Context: an optimization exercise on an open-source flow, tuned for small area. The choices shown serve that exercise and are no tape-out recipe.
The RTL was checked by simulation tests, not by an equivalence proof against the original design.
The flow treats the clock pin as an ideal source, which a real chip does not have.
Power figures rest on the tool's default switching activity, not on a simulated workload.

==> flow/design.v <==
`timescale 1ns/100ps
package lc4_isa_pkg;
   localparam int NUM_REGS = 8;
   typedef logic [15:0] word_t;
   typedef logic [2:0]  reg_sel_t;
   typedef enum logic [3:0] {
      OP_BR    = 4'b0000,
      OP_ADD   = 4'b0001,
      OP_AND   = 4'b0101,
      OP_LDR   = 4'b0110,
      OP_STR   = 4'b0111,
      OP_CONST = 4'b1001
   } opcode_e;
   typedef struct packed {
      logic n;
      logic z;
      logic p;
   } nzp_t;
   typedef struct packed {
      opcode_e  opcode;
      reg_sel_t rd;
      reg_sel_t rs;
      logic [2:0] subop;
      reg_sel_t rt;
   } rr_fmt_t;
   typedef struct packed {
      opcode_e  opcode;
      reg_sel_t rd;
      reg_sel_t rs;
      logic     imm_form;
      logic [4:0] imm5;
   } ri_fmt_t;
   typedef struct packed {
      opcode_e  opcode;
      reg_sel_t rd;
      reg_sel_t rs;
      logic [5:0] imm6;
   } mem_fmt_t;
   typedef struct packed {
      opcode_e  opcode;
      nzp_t     nzp;
      logic [8:0] imm9;
   } br_fmt_t;
   typedef struct packed {
      opcode_e  opcode;
      reg_sel_t rd;
      logic [8:0] imm9;
   } const_fmt_t;
   typedef union packed {
      rr_fmt_t    rr;
      ri_fmt_t    ri;
      mem_fmt_t   mem;
      br_fmt_t    br;
      const_fmt_t cnst;
   } insn_u;
   function automatic nzp_t nzp_of(word_t value);
      nzp_t flags;
      flags.n = value[15];
      flags.z = (value == '0);
      flags.p = !value[15] && (value != '0);
      nzp_of = flags;
   endfunction
   typedef enum logic [1:0] {
      ALU_ADD,
      ALU_AND,
      ALU_CONST,
      ALU_BRANCH
   } alu_op_e;
   typedef struct packed {
      logic    valid;
      logic    rs_re;
      logic    rt_re;
      logic    rf_we;
      logic    nzp_we;
      logic    is_load;
      logic    is_store;
      logic    is_branch;
      logic    use_imm;
      alu_op_e alu_op;
   } ctrl_t;
   typedef struct packed {
      word_t pc;
      insn_u insn;
      logic  valid;
   } fd_t;
   typedef struct packed {
      word_t    pc;
      insn_u    insn;
      ctrl_t    ctrl;
      reg_sel_t rs_sel;
      reg_sel_t rt_sel;
      reg_sel_t wsel;
      word_t    rs_data;
      word_t    rt_data;
   } dx_t;
   typedef struct packed {
      word_t    pc;
      word_t    insn;
      ctrl_t    ctrl;
      reg_sel_t wsel;
      reg_sel_t rt_sel;
      word_t    result;
      word_t    store_data;
   } xm_t;
   typedef struct packed {
      logic     rf_we;
      reg_sel_t wsel;
      word_t    data;
   } wb_t;
   typedef struct packed {
      logic     valid;
      word_t    pc;
      word_t    insn;
      logic     rf_we;
      reg_sel_t wsel;
      word_t    wdata;
   } retire_t;
endpackage
`timescale 1ns/100ps
module lc4_top (
   input  logic        clk,
   input  logic        i_reset,
   output logic [15:0] o_imem_addr,
   input  logic [15:0] i_imem_data,
   output logic [15:0] o_dmem_addr,
   output logic        o_dmem_we,
   output logic [15:0] o_dmem_wdata,
   input  logic [15:0] i_dmem_data,
   output logic        o_retire_valid,
   output logic [15:0] o_retire_pc,
   output logic [15:0] o_retire_insn,
   output logic        o_retire_rf_we,
   output logic [2:0]  o_retire_wsel,
   output logic [15:0] o_retire_wdata
);
   logic [2:0]        ph;       
   logic              clr;      
   logic              second;   
   logic [15:0]       pc;
   logic [1:0]        cc;       
   logic [15:0]       rf [0:7];
   logic [1:0]        lo [0:7];   
   logic [15:0]       w;        
   logic [15:0]       d;        
   logic              c;        
   logic [15:0] insn;
   logic [3:0]  op;
   logic        is_br, is_add, is_and, is_const, is_ldr, is_str, is_alu, is_rr, multi, ok, rf_we;
   logic        last, final_rot, adv, taken, wr_now;
   logic [2:0]  p_sel;
   logic [1:0]  p_d, a_d, b_d, imm_d, alu_d, res_d, sum_d;
   logic        cin, cout;
   logic [15:0] imm16, result;
   logic [1:0]  pc_d;
   assign insn     = i_imem_data;
   assign op       = insn[15:12];
   assign is_br    = op == 4'b0000;
   assign is_add   = op == 4'b0001;
   assign is_and   = op == 4'b0101;
   assign is_const = op == 4'b1001;
   assign is_ldr   = op == 4'b0110;
   assign is_str   = op == 4'b0111;
   assign is_alu   = (is_add || is_and) && (insn[5] || insn[4:3] == 2'b00);
   assign ok       = is_alu || is_const || is_ldr || is_str || is_br;
   assign rf_we    = is_alu || is_const || is_ldr;
   assign is_rr    = is_alu && !insn[5];
   assign multi    = is_ldr || is_str || is_rr;
   logic br_op, mem_op, imm9_op;
   assign br_op   = insn[14:12] == 3'b000;             
   assign mem_op  = insn[13];                           
   assign imm9_op = !insn[13] && (insn[15] || !insn[12]);   
   assign last      = ph == 3'd7;
   assign final_rot = !multi || second;
   assign adv       = !clr && last && final_rot;
   assign wr_now    = rf_we && final_rot;
   assign p_sel = !second ? insn[8:6] : mem_op ? insn[11:9] : insn[2:0];
   always_comb begin
      p_d = 2'b00;
      for (int i = 0; i < 8; i++) p_d = p_d | (lo[i] & {2{p_sel == 3'(i)}});
   end
   assign imm16 = imm9_op ? {{7{insn[8]}}, insn[8:0]} :
                  mem_op  ? {{10{insn[5]}}, insn[5:0]} :
                            {{11{insn[4]}}, insn[4:0]};
   assign imm_d = imm16 >> {ph, 1'b0};
   assign pc_d  = pc >> {ph, 1'b0};
   assign a_d  = br_op ? pc_d : insn[15] ? 2'b00 : p_d;
   assign b_d  = second ? d[1:0] : imm_d;
   assign cin  = (ph == 3'd0) ? br_op : c;
   logic c1;
   assign sum_d[0] = a_d[0] ^ b_d[0] ^ cin;
   assign c1       = (a_d[0] & b_d[0]) | (cin & (a_d[0] ^ b_d[0]));
   assign sum_d[1] = a_d[1] ^ b_d[1] ^ c1;
   assign cout     = (a_d[1] & b_d[1]) | (c1 & (a_d[1] ^ b_d[1]));
   assign alu_d = (insn[14] && !insn[13]) ? (a_d & b_d) : sum_d;    
   assign res_d = (second && mem_op) ? w[1:0] : alu_d;
   assign result = {res_d, w[15:2]};
   for (genvar i = 0; i < 8; i++) begin : g_rf
      assign lo[i] = rf[i][1:0];
      always_ff @(posedge clk) begin
         if (clr || (wr_now && insn[11:9] == 3'(i)))
            rf[i] <= {res_d & {2{!clr}}, rf[i][15:2]};
         else
            rf[i] <= {rf[i][1:0], rf[i][15:2]};
      end
   end
   always_ff @(posedge clk) begin
      if (last && !insn[12])
         w <= i_dmem_data;
      else
         w <= {res_d, w[15:2]};
      d <= {p_d, d[15:2]};
      c <= cout;
   end
   logic [15:0] pc_inc;
   logic [16:0] pc_cy;
   assign pc_cy[0] = adv;
   for (genvar k = 0; k < 16; k++) begin : g_inc
      assign pc_inc[k]  = pc[k] ^ pc_cy[k];
      assign pc_cy[k+1] = pc[k] & pc_cy[k];
   end
   assign taken  = is_br && ((insn[11] && cc == 2'b11) || (insn[10] && cc == 2'b10) ||
                             (insn[9] && cc == 2'b01));
   always_ff @(posedge clk) begin
      if (i_reset) begin
         ph     <= 3'd0;
         clr    <= 1'b1;
         second <= 1'b0;
         pc     <= 16'h8200;
         cc     <= 2'b00;
      end else begin
         ph <= ph + 3'd1;
         if (last) clr <= 1'b0;
         if (!clr && last && multi) second <= !second;
         pc <= (adv && taken) ? result : pc_inc;
         if (adv && rf_we)
            cc <= {result[15] || result == 16'd0, result[15] || result != 16'd0};
      end
   end
   assign o_imem_addr    = pc;
   assign o_dmem_addr    = result;
   assign o_dmem_we      = adv && is_str;
   assign o_dmem_wdata   = {p_d, d[15:2]};
   assign o_retire_valid = adv && ok;
   assign o_retire_pc    = pc;
   assign o_retire_insn  = insn;
   assign o_retire_rf_we = rf_we;
   assign o_retire_wsel  = insn[11:9];
   assign o_retire_wdata = result;
endmodule
==> flow/flow/run.sh <==
#!/bin/bash
# The standard layout (standard.sh) with these changes:
# - synthesis maps the combinational logic with several area-oriented ABC scripts and keeps
#   the smallest result (flow/synth.tcl around synth_recipe.tcl; registers are unchanged);
# - every port is buffered by the smallest buffer cell, and a buffer that synthesis put on a
#   wire from an input port to an output port is dropped once both ports have their own
#   buffer (flow/post_gpl.tcl);
# - the clock tree is a balanced two-level tree of clkbuf_8 cells built before CTS
#   (flow/pre_cts.tcl, flow/clock_tree.tcl).
# ORFS writes each step's full log under orfs/logs; make's own output goes to standard_flow.log.
set -euo pipefail
here=$(pwd)
export AREA_ABC_SCRIPTS="$(ls $here/flow/a*.abc | tr '\n' ' ')"
export AREA_ABC_REPORT=$here/abc_area.txt
export FLOW_SYNTH_TCL=$here/synth_recipe.tcl
export CLOCK_TREE_TCL=$here/flow/clock_tree.tcl
export CLOCK_TREE_LEAVES=10
export CLOCK_TREE_ROOT=sky130_fd_sc_hd__clkbuf_4
bash standard.sh "SYNTH_SCRIPT=$here/flow/synth.tcl" \
  "BUFFER_PORTS_ARGS=-buffer_cell sky130_fd_sc_hd__buf_1" \
  "POST_GLOBAL_PLACE_TCL=$here/flow/post_gpl.tcl" \
  "PRE_CTS_TCL=$here/flow/pre_cts.tcl" \
  "CTS_ARGS=-sink_clustering_enable -repair_clock_nets -buf_list sky130_fd_sc_hd__clkbuf_8 -dont_use_dummy_load" \
  finish > standard_flow.log 2>&1
==> flow/flow/a1.abc <==
strash
dch
map -a
topo
==> flow/flow/a2.abc <==
strash
dch -f
amap
topo
==> flow/flow/a3.abc <==
&get -n
&fraig -x
&put
scorr
dc2
strash
&get -n
&dch -f
&nf -R 1000
&put
topo
==> flow/flow/a4.abc <==
strash
scorr
dc2
dch -f
map -a
amap
topo
==> flow/flow/a5.abc <==
strash
dch -f
amap
strash
dch -f
amap
topo
==> flow/flow/a6.abc <==
strash
scorr
dc2
strash
dch -f
amap
topo
==> flow/flow/a7.abc <==
strash
dc2
dc2
dch -f
amap
topo
==> flow/flow/a8.abc <==
strash
&get -n
&dc2
&put
dch -f
amap
topo
==> flow/flow/a9.abc <==
strash
dch
amap
topo
==> flow/flow/clock_tree.tcl <==
# A two-level clock tree in place of TritonCTS: the clock port drives one root buffer, which
# drives CLK_LEAVES leaf buffers, each at the centre of a k-means cluster of the registers.
proc kmeans_clusters {pts k iters} {
  # pts: list of {x y}; returns a list of cluster indices, one per point
  set n [llength $pts]
  set sorted [lsort -real -index 0 $pts]
  set cent {}
  for {set c 0} {$c < $k} {incr c} {
    lappend cent [lindex $sorted [expr {int(($c + 0.5) * $n / $k)}]]
  }
  set cap [expr {($n + $k - 1) / $k}]
  set assign {}
  for {set it 0} {$it < $iters} {incr it} {
    # nearest centroid first, with at most cap points per cluster
    set pairs {}
    set i 0
    foreach p $pts {
      for {set c 0} {$c < $k} {incr c} {
        set dx [expr {[lindex $p 0] - [lindex $cent $c 0]}]
        set dy [expr {[lindex $p 1] - [lindex $cent $c 1]}]
        lappend pairs [list [expr {$dx * $dx + $dy * $dy}] $i $c]
      }
      incr i
    }
    set assign [lrepeat $n -1]
    set fill [lrepeat $k 0]
    foreach pr [lsort -real -index 0 $pairs] {
      lassign $pr d i c
      if {[lindex $assign $i] >= 0 || [lindex $fill $c] >= $cap} { continue }
      lset assign $i $c
      lset fill $c [expr {[lindex $fill $c] + 1}]
    }
    set newcent {}
    for {set c 0} {$c < $k} {incr c} {
      set sx 0.0; set sy 0.0; set m 0
      foreach p $pts a $assign {
        if {$a == $c} { set sx [expr {$sx + [lindex $p 0]}]; set sy [expr {$sy + [lindex $p 1]}]; incr m }
      }
      if {$m > 0} { lappend newcent [list [expr {$sx / $m}] [expr {$sy / $m}]] } else { lappend newcent [lindex $cent $c] }
    }
    set cent $newcent
  }
  return [list $assign $cent]
}

proc build_clock_tree {clk_name nleaf leaf_master root_master} {
  set db [ord::get_db]
  set block [ord::get_db_block]
  set clk [$block findNet $clk_name]
  set sinks {}
  set pts {}
  foreach it [$clk getITerms] {
    set inst [$it getInst]
    set bb [$inst getBBox]
    lappend sinks $it
    lappend pts [list [expr {([$bb xMin] + [$bb xMax]) / 2.0}] [expr {([$bb yMin] + [$bb yMax]) / 2.0}]]
  }
  puts "clock tree: [llength $sinks] sinks, $nleaf leaf buffers"
  lassign [kmeans_clusters $pts $nleaf 30] assign cent
  set lm [$db findMaster $leaf_master]
  set rm [$db findMaster $root_master]
  set root [odb::dbInst_create $block $rm clktree_root]
  set rnet [odb::dbNet_create $block clktree_root_net]
  $rnet setSigType CLOCK
  [$root findITerm A] connect $clk
  [$root findITerm X] connect $rnet
  set rx 0.0; set ry 0.0
  for {set c 0} {$c < $nleaf} {incr c} {
    set b [odb::dbInst_create $block $lm clktree_leaf_$c]
    set n [odb::dbNet_create $block clktree_leaf_net_$c]
    $n setSigType CLOCK
    [$b findITerm A] connect $rnet
    [$b findITerm X] connect $n
    set cnt 0
    foreach it $sinks a $assign {
      if {$a == $c} { $it disconnect; $it connect $n; incr cnt }
    }
    set x [expr {int([lindex $cent $c 0])}]
    set y [expr {int([lindex $cent $c 1])}]
    $b setLocation $x $y
    $b setPlacementStatus PLACED
    set rx [expr {$rx + $x}]; set ry [expr {$ry + $y}]
    puts "  leaf $c: $cnt sinks at $x $y"
  }
  $root setLocation [expr {int($rx / $nleaf)}] [expr {int($ry / $nleaf)}]
  $root setPlacementStatus PLACED
}
==> flow/flow/post_gpl.tcl <==
# After port buffering: a buffer that synthesis put on a wire from an input port straight to an
# output port now sits between the two port buffers; connect its loads to its input and drop it.
proc bypass_inner_buffers {} {
  set block [ord::get_db_block]
  set n 0
  foreach inst [$block getInsts] {
    if {![string match "sky130_fd_sc_hd__buf_*" [[$inst getMaster] getName]]} { continue }
    set name [$inst getName]
    if {[string match "input*" $name] || [string match "output*" $name]} { continue }
    set a [$inst findITerm A]
    set x [$inst findITerm X]
    set in_net [$a getNet]
    set out_net [$x getNet]
    if {$in_net eq "NULL" || $out_net eq "NULL"} { continue }
    if {[llength [$in_net getBTerms]] > 0 || [llength [$out_net getBTerms]] > 0} { continue }
    foreach it [$out_net getITerms] {
      if {[[$it getInst] getName] eq $name} { continue }
      $it disconnect
      $it connect $in_net
    }
    $a disconnect
    $x disconnect
    odb::dbInst_destroy $inst
    odb::dbNet_destroy $out_net
    incr n
  }
  puts "bypassed $n buffers between port buffers"
}
bypass_inner_buffers
==> flow/flow/pre_cts.tcl <==
# Build a two-level clock tree (one root buffer CLOCK_TREE_ROOT, CLOCK_TREE_LEAVES clkbuf_8 leaf buffers over
# balanced clusters of registers) and leave TritonCTS nothing to do on those nets.
source $::env(CLOCK_TREE_TCL)
set nleaf $::env(CLOCK_TREE_LEAVES)
build_clock_tree clk $nleaf sky130_fd_sc_hd__clkbuf_8 $::env(CLOCK_TREE_ROOT)
set skip [list clk clktree_root_net]
for {set i 0} {$i < $nleaf} {incr i} { lappend skip clktree_leaf_net_$i }
set_cts_config -skip_nets $skip
set_propagated_clock [all_clocks]
==> flow/flow/synth.tcl <==
# The standard synthesis (synth_recipe.tcl), except that the combinational logic is mapped
# with each of the area-oriented ABC scripts in AREA_ABC_SCRIPTS and the smallest result is
# kept; registers, flattening and renaming are unchanged
proc abc {args} {
  set i [lsearch -exact $args -script]
  if {$i < 0} { yosys abc {*}$args; return }
  set lib [lindex $::env(LIB_FILES) 0]
  yosys design -save before_abc
  set best_area 1e30
  foreach script $::env(AREA_ABC_SCRIPTS) {
    yosys design -load before_abc
    lset args [expr {$i + 1}] $script
    yosys abc {*}$args
    set report $::env(AREA_ABC_REPORT)
    yosys tee -q -o $report stat -liberty $lib
    set f [open $report r]
    set text [read $f]
    close $f
    set area 1e30
    regexp {Chip area for (?:module|top module) [^:]*:\s*([0-9.]+)} $text -> area
    puts "abc script [file tail $script]: area $area"
    if {$area < $best_area} {
      set best_area $area
      yosys design -save best_abc
    }
  }
  yosys design -load best_abc
  puts "abc: kept the mapping of area $best_area"
}
source $::env(FLOW_SYNTH_TCL)
==> flow/standard.sh <==
#!/bin/bash
# synth_recipe.tcl (not shown) runs the flow's synth.tcl, then flattens the netlist and writes it again
# the make line also repeats each setting of config.mk as NAME=value (left out here)
make -C /OpenROAD-flow-scripts/flow DESIGN_CONFIG=/design/flow/config.mk WORK_HOME=/design/flow/orfs CLKGATE_MAP_FILE= SYNTH_SCRIPT=/design/flow/synth_recipe.tcl "${@:-finish}"
==> flow/config.mk <==
export PLATFORM = sky130hd
export DESIGN_NAME = lc4_top
export DESIGN_NICKNAME = lc4_top
export VERILOG_FILES = /design/flow/design.v
export SDC_FILE = /design/flow/constraint.sdc
export NUM_CORES = 4
export LEC_CHECK = 0
export ABC_AREA = 1
export CAP_MARGIN = 0
export CORE_MARGIN = 2
export CORE_UTILIZATION = 60
export CTS_BUF_LIST = sky130_fd_sc_hd__clkbuf_8
export SLEW_MARGIN = 0
==> flow/constraint.sdc <==
create_clock -name core_clock -period 6.0 [get_ports {clk}]
set_input_delay 1.2000 -clock core_clock [delete_from_list [all_inputs] [get_ports {clk}]]
set_output_delay 1.2000 -clock core_clock [all_outputs]
set_load 0.01 [all_outputs]
==> results of run 1 <==
==> sequential cells by signal, summed over array words and instances (netlist names) <==
| register | count |
|---|---|
| d | 16 |
| second | 1 |
| c | 1 |
| rf | 128 |
| clr | 1 |
| w | 16 |
| cc | 2 |
| pc | 16 |
| ph | 3 |
==> final cells by class <==
type,instances,area share
repair buffers,140,0.0887
flip-flops and latches,184,0.599
multi-input cells,210,0.231
well taps,133,0.0270
diodes,1,0.000407
plain buffers,11,0.0236
inverters,49,0.0303
==> per-stage QoR <==
step	power (mW)	utilization	instances
final	2.05	0.638	728
after global routing	2.14	0.638	728
after CTS	2.06	0.633	722
after detailed placement	1.57	0.616	711
after global placement	1.58	0.626	724
after floorplan	1.57	-	522
==> routing by layer <==
metal / routed length, um / part of all wire / vias up / track usage
li1: - / - / 1873 / -
met1: 5210 / 0.47 / 1790 / 0.290
met2: 4820 / 0.43 / 165 / 0.319
met3: 808 / 0.072 / 23 / 0.0292
met4: 316 / 0.028 / 0 / 0.0547
met5: 0 / 0 / - / 0
==> repair_timing <==
item                                    4_1_cts  5_1_grt
pin swaps                                     0        1
buffers inserted                              0        5
resized for setup                             6        4
endpoints found under the setup margin        4        4
==> where the power goes <==
part,internal [mW],switching [mW]
registers,1.27,0.0514
clock network,0.156,0.334
logic,0.0929,0.145
==> cell families (layout without fill, tap and decap cells) <==
kind of cell,count (synthesis),in the layout,synth area share
AOI/OAI and AO/OA,116,116,0.135
adders and majority gates,22,22,0.0495
buffers and inverters,128,200,0.133
DFF,184,184,0.629
other,0,1,0
and+or+nand+nor,72,72,0.0549
==> how the worst max path moves through the flow <==
stage | startpoint | to | slack, ps | cells past startpoint
floorplan | i_imem_data[13] | o_retire_wdata[15] | 470 | 15
global placement | i_imem_data[13] | o_retire_wdata[15] | 260 | 16
detailed placement | i_imem_data[13] | o_dmem_addr[15] | -670 | 16
CTS | i_imem_data[13] | o_dmem_addr[15] | 30 | 17
global route | i_imem_data[13] | o_retire_wdata[15] | -10 | 17
finish | i_imem_data[13] | o_dmem_addr[15] | 270 | 17
==> critical path, stage by stage <==
cell and delay, ps:
buf_2 180, clkinv_2 160, o22ai_1 160, nor2_1 70
a21oi_2 210, clkinv_1 170, nand3_1 130, o22ai_1 90
nor4_2 350, o32ai_1 180, fa_1 450, fa_1 440
a22oi_1 150, nor2_1 70, a21oi_2 190, clkinv_2 150
buf_1 160
==> cells in the mapped netlist (all sizes together), types with 2 or more instances <==
cell type / number
a21oi: 12
nor2: 36
o21ai: 13
nor4: 2
a31oi: 2
dfxtp: 184
a22o: 15
a221oi: 4
nor3: 4
a22oi: 2
o221ai: 4
clkinv: 49
fa: 2
ha: 20
nor2b: 2
or4: 5
o22ai: 47
or3: 3
nand3: 8
o31ai: 8
nand2: 12
buf: 79
==> qor.yml, run 1 <==
detailed_routing:
  drt_iter0_markers: 159
  antenna_left: 0
  wl_um: 11200
  via_per_inst: 5.29
  drt_pass1_iterations: 4
  wl_per_cell_um: 15.3
  drc: 0
  vias: 3851
critical_path:
  cp.required_ps: 4800
  critical_path_class: "in -> out"
  critPathMaxFanout: 9
  critPathCaptureType: "output port"
  crit_path_start_kind: "input port"
  r2r_slack_ps: 1330
  rr_startpoint: "ph[0]"
  worstRegToRegCells: 15
  cp_data_arrival_time_ps: 4530
  reg2reg_to: "cc[1]"
cells_and_area:
  area_growth_pct: 5.00
  drive_gt1_frac: 0.0438
  final_nets: 652
  fillers: 833
  final-seq-area_sq_um: 3680
  final_common_cell: "dfxtp_1"
  multiInputGateArea_sq_um: 1420
  mostFrequentLayoutCells: "dfxtp_1, buf_1, o22ai_1"
  stdcell_area_sq_um: 6150
power_and_ir_drop:
  ir_drop_mv: 0.274
  p_per_area_nw_per_um2: 333
  leakagePower_nw: 2.38
timing:
  fin_skew_ps: 18.1
  setup_viol: 0
  max_freq_ghz: 0.175
  worst_pin_slew_ps: 1390
  period_minus_slack_ps: 5730
  setup_ws_ps: 275
  hold_violations: 0
  slew_violations: 0
  fin_crit_sh: 0.954
  holdWs_ps: 319
  setup-tns-final_ps: 0
  slew-limit-headroom: 0.0660
logic_synthesis:
  synthTopCellsByArea: "dfxtp_1, buf_4, o22ai_1"
  yosysWarnings: 3
  synth_fp_nets: 578
  async_reset_ff_frac: 0
  yosysTopAreaCell: "dfxtp_1"
  synthCells: 522
  ys_seq_elements: 184
  synth_top_area_frac: 0.629
  syn_avg_cell_area_sq_um: 11.2
  synth-main-ff-cell: "dfxtp_1"
  synthesis.area_sq_um: 5860
  synth_edf_count: 0
  ys_seq_area_frac: 0.629
  synth_cell_types: 31
run:
  drv_cap: 0
die:
  die_x_um: 103
  rows: 36
  dieArea_sq_um: 10600
  start_util: 0.608
  core_sq_um: 9640
  ios: 136
  fp.dieH_um: 103
min_path:
  min_to: "rf[6][0]"
  min_from: "rf[6][2]"
  hold_depth: 0
  hp-class: "reg -> reg"
outcome:
  outcome: "finished clean"
clocking:
  path_clk_slew_ps: 120
  cts_hold_buf: 0
  clkLatencyLatePin_ps: 540
placement:
  pre_cts_ws_ps: -673
  place_hpwl_um: 8040
  numPortBuffers: 135
  dpl_cell_area_sq_um: 5940
global_routing:
  grt_max_degree: 20
  track_usage: 0.201
  grt_pass1_wl_um: 16700
  grt_overflow: 0
  grt_antenna_before_repair: 1
  grt_pass1_vias: 3351
==> inputs of run 2 (changes only) <==
--- a/flow/flow/run.sh
+++ b/flow/flow/run.sh
@@ -6,5 +6,5 @@
 #   wire from an input port to an output port is dropped once both ports have their own
 #   buffer (flow/post_gpl.tcl);
-# - the clock tree is a balanced two-level tree of clkbuf_8 cells built before CTS
+# - the clock tree is a balanced two-level tree (a clkbuf_4 root, clkbuf_8 leaves) built before CTS
 #   (flow/pre_cts.tcl, flow/clock_tree.tcl).
 # ORFS writes each step's full log under orfs/logs; make's own output goes to standard_flow.log.
==> run 2 against run 1 <==
Still clean on timing, DRC and antenna. First-iteration DRC count is the same. Core utilization is the same. Fmax is the same. Via count is the same. Cell count is the same. Global-route usage is the same. Critical path type unchanged. Highest routed layer unchanged.
==> qor.yml, run 2 <==
global_routing:
  grt_antenna_before_repair: 1  # unchanged
  grt_pass1_vias: 3351  # unchanged
  grt_overflow: 0  # unchanged
  track_usage: 0.201  # unchanged
  grt_max_degree: 20  # unchanged
  grt_pass1_wl_um: 16700  # unchanged
cells_and_area:
  drive_gt1_frac: 0.0438  # unchanged
  largest_reg_flops: 128  # unchanged
  area_growth_pct: 5.00  # unchanged
  regMostFlops: "rf"  # unchanged
  final_util: 0.638  # unchanged
  final_nets: 652  # unchanged
  stdcell_area_sq_um: 6150  # unchanged
  fillers: 833  # unchanged
  layout.cells.non_filler: 728  # unchanged
  multiInputGateArea_sq_um: 1420  # unchanged
  final_common_cell: "dfxtp_1"  # unchanged
  final-seq-area_sq_um: 3680  # unchanged
  mostFrequentLayoutCells: "dfxtp_1, buf_1, o22ai_1"  # unchanged
detailed_routing:
  wl_um: 11200  # unchanged
  wl_per_cell_um: 15.3  # unchanged
  antenna_left: 0  # unchanged
  drt_iter0_markers: 159  # unchanged
  drc: 0  # unchanged
  via_per_inst: 5.29  # unchanged
  drt_pass1_iterations: 4  # unchanged
  vias: 3851  # unchanged
logic_synthesis:
  ys_top_cells_by_count: "dfxtp_1, buf_4, clkinv_1, o22ai_1, nor2_1"  # unchanged
  yosysTopAreaCell: "dfxtp_1"  # unchanged
  yosysWarnings: 3  # unchanged
  synthCells: 522  # unchanged
  synth_most_common_cell: "dfxtp_1"  # unchanged
  ys_seq_elements: 184  # unchanged
  synthTopCellsByArea: "dfxtp_1, buf_4, o22ai_1"  # unchanged
  synth_fp_nets: 578  # unchanged
  synth-main-ff-cell: "dfxtp_1"  # unchanged
  syn_avg_cell_area_sq_um: 11.2  # unchanged
  ys_seq_area_frac: 0.629  # unchanged
  synth_edf_count: 0  # unchanged
  synth_top_area_frac: 0.629  # unchanged
  async_reset_ff_frac: 0  # unchanged
  synth_cell_types: 31  # unchanged
  synthesis.area_sq_um: 5860  # unchanged
power_and_ir_drop:
  switching_share: 0.259  # unchanged
  seq_power_share: 0.644  # about the same
  ir_drop_mv: 0.274  # unchanged
  internal-power_mw: 1.52  # unchanged
  combPwrFrac: 0.116  # about the same
  p_per_area_nw_per_um2: 333  # unchanged
  p_clk_frac: 0.239  # about the same
  p_switching_uw: 530  # unchanged
  p_total_mw: 2.05  # unchanged
  leakagePower_nw: 2.38  # unchanged
timing:
  setup_viol: 0  # unchanged
  max_freq_ghz: 0.175  # unchanged
  period_minus_slack_ps: 5730  # unchanged
  slew_violations: 0  # unchanged
  fin_skew_ps: 18.1  # unchanged
  fin_crit_sh: 0.954  # unchanged
  worst_pin_slew_ps: 1390  # unchanged
  slew-limit-headroom: 0.0660  # unchanged
  hold_violations: 0  # unchanged
  setup-tns-final_ps: 0  # unchanged
  setup_ws_ps: 275  # unchanged
  holdWs_ps: 319  # unchanged
min_path:
  min_from: "rf[6][2]"  # unchanged
  hold_depth: 0  # unchanged
  hp-class: "reg -> reg"  # unchanged
  min_to: "rf[6][0]"  # unchanged
critical_path:
  cp_cell_sequence: "buf_2 -> clkinv_2 -> o22ai_1 -> nor2_1 -> a21oi_2 -> clkinv_1 -> nand3_1 -> o22ai_1 -> nor4_2 -> o32ai_1 -> fa_1 -> fa_1 -> a22oi_1 -> nor2_1 -> a21oi_2 -> clkinv_2 -> buf_1"  # unchanged
  r2r_slack_ps: 1330  # about the same
  worstRegToRegCells: 15  # unchanged
  crit_path_start_kind: "input port"  # unchanged
  cp_top_family: "compound AO/OA/AOI/OAI gates"  # unchanged
  critPathCaptureType: "output port"  # unchanged
  reg2reg_to: "cc[1]"  # unchanged
  slowest_delay_ps: 450  # about the same
  cp_slowest_cell: "fa_1"  # unchanged
  cp.required_ps: 4800  # about the same
  cp_data_arrival_time_ps: 4530  # about the same
  critPathMaxFanout: 9  # unchanged
  rr_startpoint: "ph[0]"  # unchanged
  critical_path_class: "in -> out"  # unchanged
  critical_path_buf_inv_count: 5  # unchanged
die:
  core_sq_um: 9640  # unchanged
  ios: 136  # unchanged
  dieArea_sq_um: 10600  # unchanged
  start_util: 0.608  # unchanged
  die_x_um: 103  # unchanged
  rows: 36  # unchanged
  fp.dieH_um: 103  # unchanged
run:
  drv_cap: 0  # unchanged
clocking:
  path_clk_slew_ps: 120  # about the same
  cts_hold_buf: 0  # unchanged
  clkLatencyLatePin_ps: 540  # about the same
placement:
  dp.cells: 711  # unchanged
  numPortBuffers: 135  # unchanged
  place_hpwl_um: 8040  # unchanged
  pre_cts_ws_ps: -673  # unchanged
  dpl_cell_area_sq_um: 5940  # unchanged
outcome:
  outcome: "finished clean"  # unchanged
==> run 2: cell counts after synthesis <==
Identical to the previous run, type by type.
==> run 2: power by group through the flow <==
stage | Clock [mW] | Sequential (mW) | Combinational [mW]
2_1_floorplan | 0 | 1.33 | 0.237
3_3_place_gp | 0 | 1.35 | 0.239
3_5_place_dp | 0 | 1.35 | 0.228
4_1_cts | 0.508 | 1.32 | 0.231
5_1_grt | 0.551 | 1.33 | 0.264
6_report | 0.489 | 1.32 | 0.238
==> run 2: cells by family (layout without fill, tap and decap cells) <==
| logic type | Yosys count | count (layout) | synth area share |
|---|---|---|---|
| flops | 184 | 184 | 0.629 |
| fa+ha+maj | 22 | 22 | 0.0495 |
| simple gates | 72 | 72 | 0.0549 |
| compound gates | 116 | 116 | 0.135 |
| other cells | 0 | 1 | 0 |
| buf+inv | 128 | 200 | 0.133 |
==> run 2: worst reg2reg max path, stage by stage, from the launching register on <==
cell and delay, ps:
dfxtp_1 670, clkinv_1 520, or3_1 500, a32oi_1 210, nor2_1 50, o21ai_0 370
fa_1 270, fa_1 410, a22oi_1 150, nor2_1 70, a21oi_2 190, clkinv_2 150
or4_1 410, nor4_1 390, nor2_1 80, a21oi_1 140
==> run 2: how the worst max path moves through the flow <==
stage          depth (start not counted)       startpoint            endpoint
3_3_place_gp                          16  i_imem_data[13]  o_retire_wdata[15]
5_1_grt                               17  i_imem_data[13]  o_retire_wdata[15]
6_report                              17  i_imem_data[13]     o_dmem_addr[15]
3_5_place_dp                          16  i_imem_data[13]     o_dmem_addr[15]
2_1_floorplan                         15  i_imem_data[13]  o_retire_wdata[15]
4_1_cts                               17  i_imem_data[13]     o_dmem_addr[15]
==> run 2: cell type report <==
| class | count | area share |
|---|---|---|
| inverters | 49 | 0.0303 |
| flip-flops and latches | 184 | 0.599 |
| diodes | 1 | 0.000407 |
| multi-input cells | 210 | 0.231 |
| well taps | 133 | 0.0270 |
| plain buffers | 11 | 0.0236 |
| repair buffers | 140 | 0.0887 |
==> run 2: timing repair <==
| item | CTS | global route |
|---|---|---|
| endpoints found under the setup margin | 4 | 4 |
| buffers inserted | 0 | 5 |
| pin swaps | 0 | 1 |
| resized for setup | 6 | 4 |
==> run 2: routing by layer <==
layer  vias up  GRT usage  share of wire
li1       1873          -              -
met1      1790      0.290           0.47
met2       165      0.319           0.43
met3        23     0.0292          0.072
met4         0     0.0547          0.028
met5         -          0              0
==> inputs of run 3 (changes only) <==
--- a/flow/design.v
+++ b/flow/design.v
@@ -142,5 +142,5 @@
    logic [1:0]        lo [0:7];   
    logic [15:0]       w;        
-   logic [15:0]       d;        
+   logic [15:2]       d;        
    logic              c;        
    logic [15:0] insn;
@@ -185,5 +185,5 @@
    assign pc_d  = pc >> {ph, 1'b0};
    assign a_d  = br_op ? pc_d : insn[15] ? 2'b00 : p_d;
-   assign b_d  = second ? d[1:0] : imm_d;
+   assign b_d  = second ? w[1:0] : imm_d;
    assign cin  = (ph == 3'd0) ? br_op : c;
    logic c1;
@@ -208,6 +208,6 @@
          w <= i_dmem_data;
       else
-         w <= {res_d, w[15:2]};
-      d <= {p_d, d[15:2]};
+         w <= {(is_rr && !second) ? p_d : res_d, w[15:2]};
+      d <= {p_d, d[15:4]};
       c <= cout;
    end
--- a/flow/config.mk
+++ b/flow/config.mk
@@ -9,5 +9,5 @@
 export CAP_MARGIN = 0
 export CORE_MARGIN = 2
-export CORE_UTILIZATION = 60
+export CORE_UTILIZATION = 70
 export CTS_BUF_LIST = sky130_fd_sc_hd__clkbuf_8
 export SLEW_MARGIN = 0
==> run 3 against run 2 <==
Still clean on timing, DRC and antenna. Sequential cell count down 2. Cell count fell by 3.8%. Fmax is 1.0% lower. Core utilization up 11 points. Sequential power hardly changed. Die area is 15% lower. Register-to-register slack better by 200 ps. Critical path type unchanged.
==> qor.yml, run 3 <==
outcome:
  outcome: "finished clean"  # unchanged
global_routing:
  track_usage: 0.237  # was 0.201
  grt_overflow: 0  # unchanged
  grt_pass1_vias: 3446  # was 3351
  grt_pass1_wl_um: 16800  # was 16700 um
  grt_antenna_before_repair: 0  # was 1
  grt_max_degree: 23  # was 20
logic_synthesis:
  ys_seq_area_frac: 0.634  # was 0.629
  yosysWarnings: 3  # unchanged
  ys_top_cells_by_count: "dfxtp_1, buf_4, clkinv_1, o22ai_1, nor2_1"  # unchanged
  synth_fp_nets: 568  # was 578
  syn_avg_cell_area_sq_um: 11.2  # about the same
  yosysTopAreaCell: "dfxtp_1"  # unchanged
  synthTopCellsByArea: "dfxtp_1, buf_4, o22ai_1"  # unchanged
  synthesis.area_sq_um: 5750  # was 5860 sq um
  ys_seq_elements: 182  # was 184
  async_reset_ff_frac: 0  # unchanged
  synthCells: 512  # was 522
  synth_top_area_frac: 0.634  # was 0.629
  synth-main-ff-cell: "dfxtp_1"  # unchanged
  synth_cell_types: 32  # was 31
  synth_edf_count: 0  # unchanged
  synth_most_common_cell: "dfxtp_1"  # unchanged
die:
  start_util: 0.710  # was 0.608
  dieArea_sq_um: 8950  # was 10600 sq um
  rows: 33  # was 36
  die_x_um: 94.6  # was 103 um
  core_sq_um: 8090  # was 9640 sq um
  ios: 136  # unchanged
  fp.dieH_um: 94.6  # was 103 um
cells_and_area:
  area_growth_pct: 6.05  # was 5.00%
  regMostFlops: "rf"  # unchanged
  drive_gt1_frac: 0.0370  # was 0.0438
  reg_top3: "rf x128, pc x16, w x16"
  antenna_cells: 0  # was 1
  final_common_cell: "dfxtp_1"  # unchanged
  mostFrequentLayoutCells: "dfxtp_1, buf_1, clkinv_1"  # was dfxtp_1, buf_1, o22ai_1
  final_util: 0.753  # was 0.638
  largest_reg_flops: 128  # unchanged
  fillers: 603  # was 833
  stdcell_area_sq_um: 6090  # was 6150 sq um
  final_nets: 653  # was 652
power_and_ir_drop:
  p_switching_uw: 515  # was 530 uW
  leakagePower_nw: 2.36  # was 2.38 nW
  combPwrFrac: 0.117  # was 0.116
  p_clk_frac: 0.235  # was 0.239
  seq_power_share: 0.648  # was 0.644
  ir_drop_mv: 0.292  # was 0.274 mV
  switching_share: 0.256  # was 0.259
  p_per_area_nw_per_um2: 330  # was 333 nW/um^2
  internal-power_mw: 1.50  # was 1.52 mW
timing:
  period_minus_slack_ps: 5780  # was 5730 ps
  rsz0062_at_grt: "no"
  max_freq_ghz: 0.173  # was 0.175 GHz
  fin_crit_sh: 0.964  # was 0.954
  hold_violations: 0  # unchanged
  worst_pin_slew_ps: 1060  # was 1390 ps
  slew-limit-headroom: 0.290  # was 0.0660
  fin_skew_ps: 20.8  # was 18.1 ps
  setup_viol: 0  # unchanged
  slew_violations: 0  # unchanged
  setup_ws_ps: 216  # was 275 ps
clocking:
  clkLatencyLatePin_ps: 520  # was 540 ps
  path_clk_slew_ps: 100  # was 120 ps
min_path:
  hp-class: "reg -> reg"  # unchanged
  hold_depth: 0  # unchanged
critical_path:
  critical_path_class: "in -> out"  # unchanged
  slowest_delay_ps: 500  # was 450 ps
  critPathMaxFanout: 8  # was 9
  cp_num_cells: 15  # was 17
  crit_path_start_kind: "input port"  # unchanged
  worstRegToRegCells: 22  # was 15
  cp_top_family: "adder cells"  # was compound AO/OA/AOI/OAI gates
  cp_slowest_cell: "fa_1"  # unchanged
  cp.required_ps: 4800  # about the same
  critical_path_buf_inv_count: 4  # was 5
  critPathCaptureType: "output port"  # unchanged
  cp_data_arrival_time_ps: 4580  # was 4530 ps
  cp_cell_sequence: "clkbuf_2 -> clkinv_2 -> o22ai_1 -> nor2_1 -> a21oi_2 -> clkinv_1 -> nand3_1 -> o22ai_1 -> nor4_2 -> o32ai_1 -> fa_1 -> fa_1 -> a22oi_1 -> o22ai_2 -> buf_1"  # was buf_2 -> clkinv_2 -> o22ai_1 -> nor2_1 -> a21oi_2 -> clkinv_1 -> nand3_1 -> o22ai_1 -> nor4_2 -> o32ai_1 -> fa_1 -> fa_1 -> a22oi_1 -> nor2_1 -> a21oi_2 -> clkinv_2 -> buf_1
detailed_routing:
  drc: 0  # unchanged
  wl_per_cell_um: 16.0  # was 15.3 um
  drt_iter0_markers: 164  # was 159
  vias: 3878  # was 3851
  antenna_left: 0  # unchanged
  via_per_inst: 5.54  # was 5.29
  drt_pass1_iterations: 4  # unchanged
  wl_um: 11200  # about the same
placement:
  numPortBuffers: 135  # unchanged
  pre_cts_ws_ps: -669  # was -673 ps
  place_hpwl_um: 8310  # was 8040 um
  dpl_cell_area_sq_um: 5900  # was 5940 sq um
run:
  drv_cap: 0  # unchanged
-- run 3: cell count changes after synthesis, sizes merged, moves of 3 or more --
cell,change
o22ai,+3
nor2,+5
buf,-14
nand2,-3
or4,-4
o21ai,-7
clkinv,+4
-- run 3: worst paths after layout --
kind	slack, ps	to	from
hold reg to reg	330	rf[0][6]	rf[0][8]
setup / recovery	220	o_dmem_addr[15]	i_imem_data[13]
hold / removal	330	rf[0][6]	rf[0][8]
setup reg to reg	1530	pc[15]	ph[0]
-- run 3: layout make-up --
type / instances / area [sq um] / share of cell area
Inverter: 53 / 200 / 0.0329
Multi-Input combinational cell: 212 / 1450 / 0.238
Buffer: 11 / 145 / 0.0238
Sequential cell: 182 / 3640 / 0.598
Tap cell: 105 / 131 / 0.0216
Timing Repair Buffer: 137 / 523 / 0.0858
-- run 3: power by group through the flow --
stage,clock network (mW),registers (mW),logic (mW)
after floorplan,0,1.31,0.230
after global routing,0.525,1.31,0.257
after detailed placement,0,1.33,0.223
final,0.474,1.30,0.236
after CTS,0.484,1.30,0.233
after global placement,0,1.33,0.230
-- run 3: what timing repair did --
item	in CTS	in global routing
resized for setup	4	4
cloned	0	0
setup endpoints to repair	4	4
buffers inserted	2	0
pin swaps	2	0
hold buffers	0	0
-- run 3: through the flow --
step	power, mW	setup TNS, ps	hold slack [ps]	std cells
finish	2.01	0	332	700
global route	2.09	0	336	700
CTS	2.02	0	332	700
detailed placement	1.55	-1930	312	687
global placement	1.56	0	310	698
floorplan	1.54	0	310	512
-- run 3: logic make-up (layout without fill, tap and decap cells) --
logic type      count (synthesis)  after routing  share of synthesized area
compound gates                115            115                      0.139
fa+ha+maj                      22             22                     0.0505
buf+inv                       118            201                      0.120
flops                         182            182                      0.634
simple gates                   75             75                     0.0573
-- run 3: routing by layer --
layer  up-vias  share of wire  global-route usage
met3        14          0.071              0.0223
met5         -              0                   0
met2       164           0.47               0.396
li1       1872              -                   -
met4         0          0.010              0.0399
met1      1828           0.45               0.344
==> inputs of run 4 (changes only) <==
--- a/flow/config.mk
+++ b/flow/config.mk
@@ -9,5 +9,5 @@
 export CAP_MARGIN = 0
 export CORE_MARGIN = 2
-export CORE_UTILIZATION = 70
+export CORE_UTILIZATION = 60
 export CTS_BUF_LIST = sky130_fd_sc_hd__clkbuf_8
 export SLEW_MARGIN = 0
==> run 4 against run 3 <==
Clock power is 3% higher. Total power is 0.46% higher. Via count is 1.1% lower. Worst hold slack worse by 5.3 ps. Core utilization is 9.4 points lower. Die area is 16% higher. Fmax is 0.73% higher. Area after synthesis stayed put. Global-route usage is 3.6 points lower. Setup slack better by 42 ps. Critical path depth stayed put. Critical endpoint unchanged. Largest power group unchanged.
==> qor.yml, run 4 <==
outcome:
  outcome: "finished clean"  # unchanged
detailed_routing:
  wl_um: 11200  # about the same
  wl_per_cell_um: 15.5  # was 16.0 um
  drc: 0  # unchanged
  vias: 3834  # was 3878
  drt_iter0_markers: 152  # was 164
  antenna_left: 0  # unchanged
  via_per_inst: 5.30  # was 5.54
  drt_pass1_iterations: 4  # unchanged
critical_path:
  crit_path_start_kind: "input port"  # unchanged
  cp.required_ps: 4800  # about the same
  critPathCaptureType: "output port"  # unchanged
  cp_cell_sequence: "clkbuf_2 -> inv_2 -> o22ai_1 -> nor2_1 -> a21oi_2 -> clkinv_1 -> nand3_1 -> o22ai_1 -> nor4_2 -> o32ai_1 -> fa_1 -> fa_1 -> a22oi_1 -> o22ai_4 -> buf_1"  # was clkbuf_2 -> clkinv_2 -> o22ai_1 -> nor2_1 -> a21oi_2 -> clkinv_1 -> nand3_1 -> o22ai_1 -> nor4_2 -> o32ai_1 -> fa_1 -> fa_1 -> a22oi_1 -> o22ai_2 -> buf_1
  cp_data_arrival_time_ps: 4540  # was 4580 ps
  slowest_delay_ps: 500  # about the same
  critPathMaxFanout: 8  # unchanged
  cp_slowest_cell: "fa_1"  # unchanged
  critical_path_class: "in -> out"  # unchanged
  cp_top_family: "compound AO/OA/AOI/OAI gates"  # was adder cells
  critical_path_buf_inv_count: 4  # unchanged
die:
  die_x_um: 102  # was 94.6 um
  rows: 35  # was 33
  core_sq_um: 9280  # was 8090 sq um
  ios: 136  # unchanged
  start_util: 0.619  # was 0.710
  fp.dieH_um: 102  # was 94.6 um
  dieArea_sq_um: 10400  # was 8950 sq um
cells_and_area:
  drive_gt1_frac: 0.0354  # was 0.0370
  area_growth_pct: 6.55  # was 6.05%
  final_nets: 652  # was 653
  reg_top3: "rf x128, pc x16, w x16"  # unchanged
  layout.cells.non_filler: 723  # was 700
  final_common_cell: "dfxtp_1"  # unchanged
  mostFrequentLayoutCells: "dfxtp_1, buf_1, clkinv_1"  # unchanged
  largest_reg_flops: 128  # unchanged
  antenna_cells: 0  # unchanged
  regMostFlops: "rf"  # unchanged
global_routing:
  grt_pass1_wl_um: 16400  # was 16800 um
  grt_overflow: 0  # unchanged
  grt_max_degree: 23  # unchanged
  track_usage: 0.201  # was 0.237
  grt_pass1_vias: 3250  # was 3446
  grt_antenna_before_repair: 0  # unchanged
timing:
  rsz0062_at_grt: "no"  # unchanged
  worst_pin_slew_ps: 1120  # was 1060 ps
  slew_violations: 0  # unchanged
  slew-limit-headroom: 0.250  # was 0.290
  max_freq_ghz: 0.174  # was 0.173 GHz
  period_minus_slack_ps: 5740  # was 5780 ps
  setup_viol: 0  # unchanged
  fin_skew_ps: 13.5  # was 20.8 ps
  hold_violations: 0  # unchanged
  fin_crit_sh: 0.957  # was 0.964
  setup-tns-final_ps: 0  # unchanged
clocking:
  cts_hold_buf: 0  # unchanged
  path_clk_slew_ps: 110  # was 100 ps
  clkLatencyLatePin_ps: 540  # was 520 ps
logic_synthesis:
  syn_avg_cell_area_sq_um: 11.2  # unchanged
  ys_seq_elements: 182  # unchanged
  synth_edf_count: 0  # unchanged
  yosysTopAreaCell: "dfxtp_1"  # unchanged
  synthCells: 512  # unchanged
  yosysWarnings: 3  # unchanged
  ys_seq_area_frac: 0.634  # unchanged
  ys_top_cells_by_count: "dfxtp_1, buf_4, clkinv_1, o22ai_1, nor2_1"  # unchanged
  synth_fp_nets: 568  # unchanged
  synthesis.area_sq_um: 5750  # unchanged
  synth-main-ff-cell: "dfxtp_1"  # unchanged
  synth_cell_types: 32  # unchanged
  async_reset_ff_frac: 0  # unchanged
  synthTopCellsByArea: "dfxtp_1, buf_4, o22ai_1"  # unchanged
  synth_most_common_cell: "dfxtp_1"  # unchanged
  synth_top_area_frac: 0.634  # unchanged
placement:
  dp.cells: 711  # was 687
  place_hpwl_um: 8230  # was 8310 um
  numPortBuffers: 135  # unchanged
min_path:
  hp-class: "reg -> reg"  # unchanged
power_and_ir_drop:
  leakagePower_nw: 2.36  # about the same
  p_total_mw: 2.02  # was 2.01 mW
  ir_drop_mv: 0.263  # was 0.292 mV
  p_per_area_nw_per_um2: 330  # about the same
run:
  drv_cap: 0  # unchanged
[run 4: cell count changes in the layout (fill, tap and decap cells not counted)]
cell	before	now
buf_4	2	1
clkinv_2	1	0
inv_2	0	1
o22ai_2	1	0
o22ai_4	0	1
[run 4: cell families after synthesis]
kind of cell | after synthesis | synth area share
compound gates | 115 | 0.139
fa+ha+maj | 22 | 0.0505
buf+inv | 118 | 0.120
flops | 182 | 0.634
simple gates | 75 | 0.0573
[run 4: final timing paths]
path,depth (start not counted),slack (ps),from,endpoint
setup / recovery,15,260,i_imem_data[13],o_dmem_addr[15]
hold / removal,0,330,rf[0][8],rf[0][6]
setup reg to reg,22,1590,ph[0],pc[15]
hold reg to reg,0,330,rf[0][8],rf[0][6]
[run 4: what timing repair did]
item | 4_1_cts | 5_1_grt
pin swaps | 1 | 0
buffers inserted | 1 | 0
setup endpoints to repair | 4 | 4
gates resized for setup | 5 | 4
gates cloned | 0 | 0
[run 4: area by class of cell]
cell class,instances,area (sq um)
Timing Repair Buffer,136,515
Inverter,53,199
Buffer,11,145
Fill cell,757,3160
Multi-Input combinational cell,212,1460
Tap cell,129,161
Sequential cell,182,3640
[run 4: where the power goes]
group	switching (mW)	total [mW]	internal, mW	leakage, nW
Combinational	0.143	0.230	0.0865	0.809
Clock	0.332	0.487	0.156	0.0765
Sequential	0.0542	1.31	1.25	1.47
[run 4: per-layer routing]
| metal | vias up | share of wire | GRT usage | routed length (um) |
|---|---|---|---|---|
| li1 | 1881 | - | - | - |
| met1 | 1775 | 0.48 | 0.294 | 5370 |
| met2 | 161 | 0.44 | 0.330 | 4870 |
| met3 | 17 | 0.069 | 0.0233 | 767 |
| met4 | 0 | 0.015 | 0.0318 | 166 |
| met5 | - | 0 | 0 | 0 |
[run 4: metrics by stage]
| stage | area, sq um | hold WS (ps) | worst slack, ps | util |
|---|---|---|---|---|
| after floorplan | 5750 | 310 | 383 | - |
| after CTS | 6110 | 328 | 7.85 | 0.658 |
| after global placement | 6030 | 310 | 252 | 0.649 |
| after detailed placement | 5930 | 312 | -638 | 0.639 |
| final | 6120 | 326 | 257 | 0.659 |
| after global routing | 6120 | 328 | 125 | 0.659 |

-- afterwards: timing with drivers on the ports --
Ports are ideal in the flow. The routed layouts listed here were re-timed in OpenROAD.
Step 1, drivers: a clkbuf_16 drives clk and a buf_2 each remaining input, both assumed.
Step 2 adds t to the input delays and takes it off the output delays; t is the mean of the earliest and latest rising clock arrival at the registers after step 1. Input paths then give back, and output paths get back, about the clock's delay inside the block.
Three values: ideal ports, drivers, drivers and shift; two values: the first two.
run	t, ns	setup slack, ns	worst setup path at the end
run 1	0.569	0.275 / 0.249 / 0.066	input to register
run 2	0.569	0.275 / 0.249 / 0.066	input to register
run 3	0.538	0.216 / 0.191 / 0.119	input to register
run 4	0.562	0.257 / 0.233 / 0.119	input to register
After both steps every run listed still meets setup and hold.
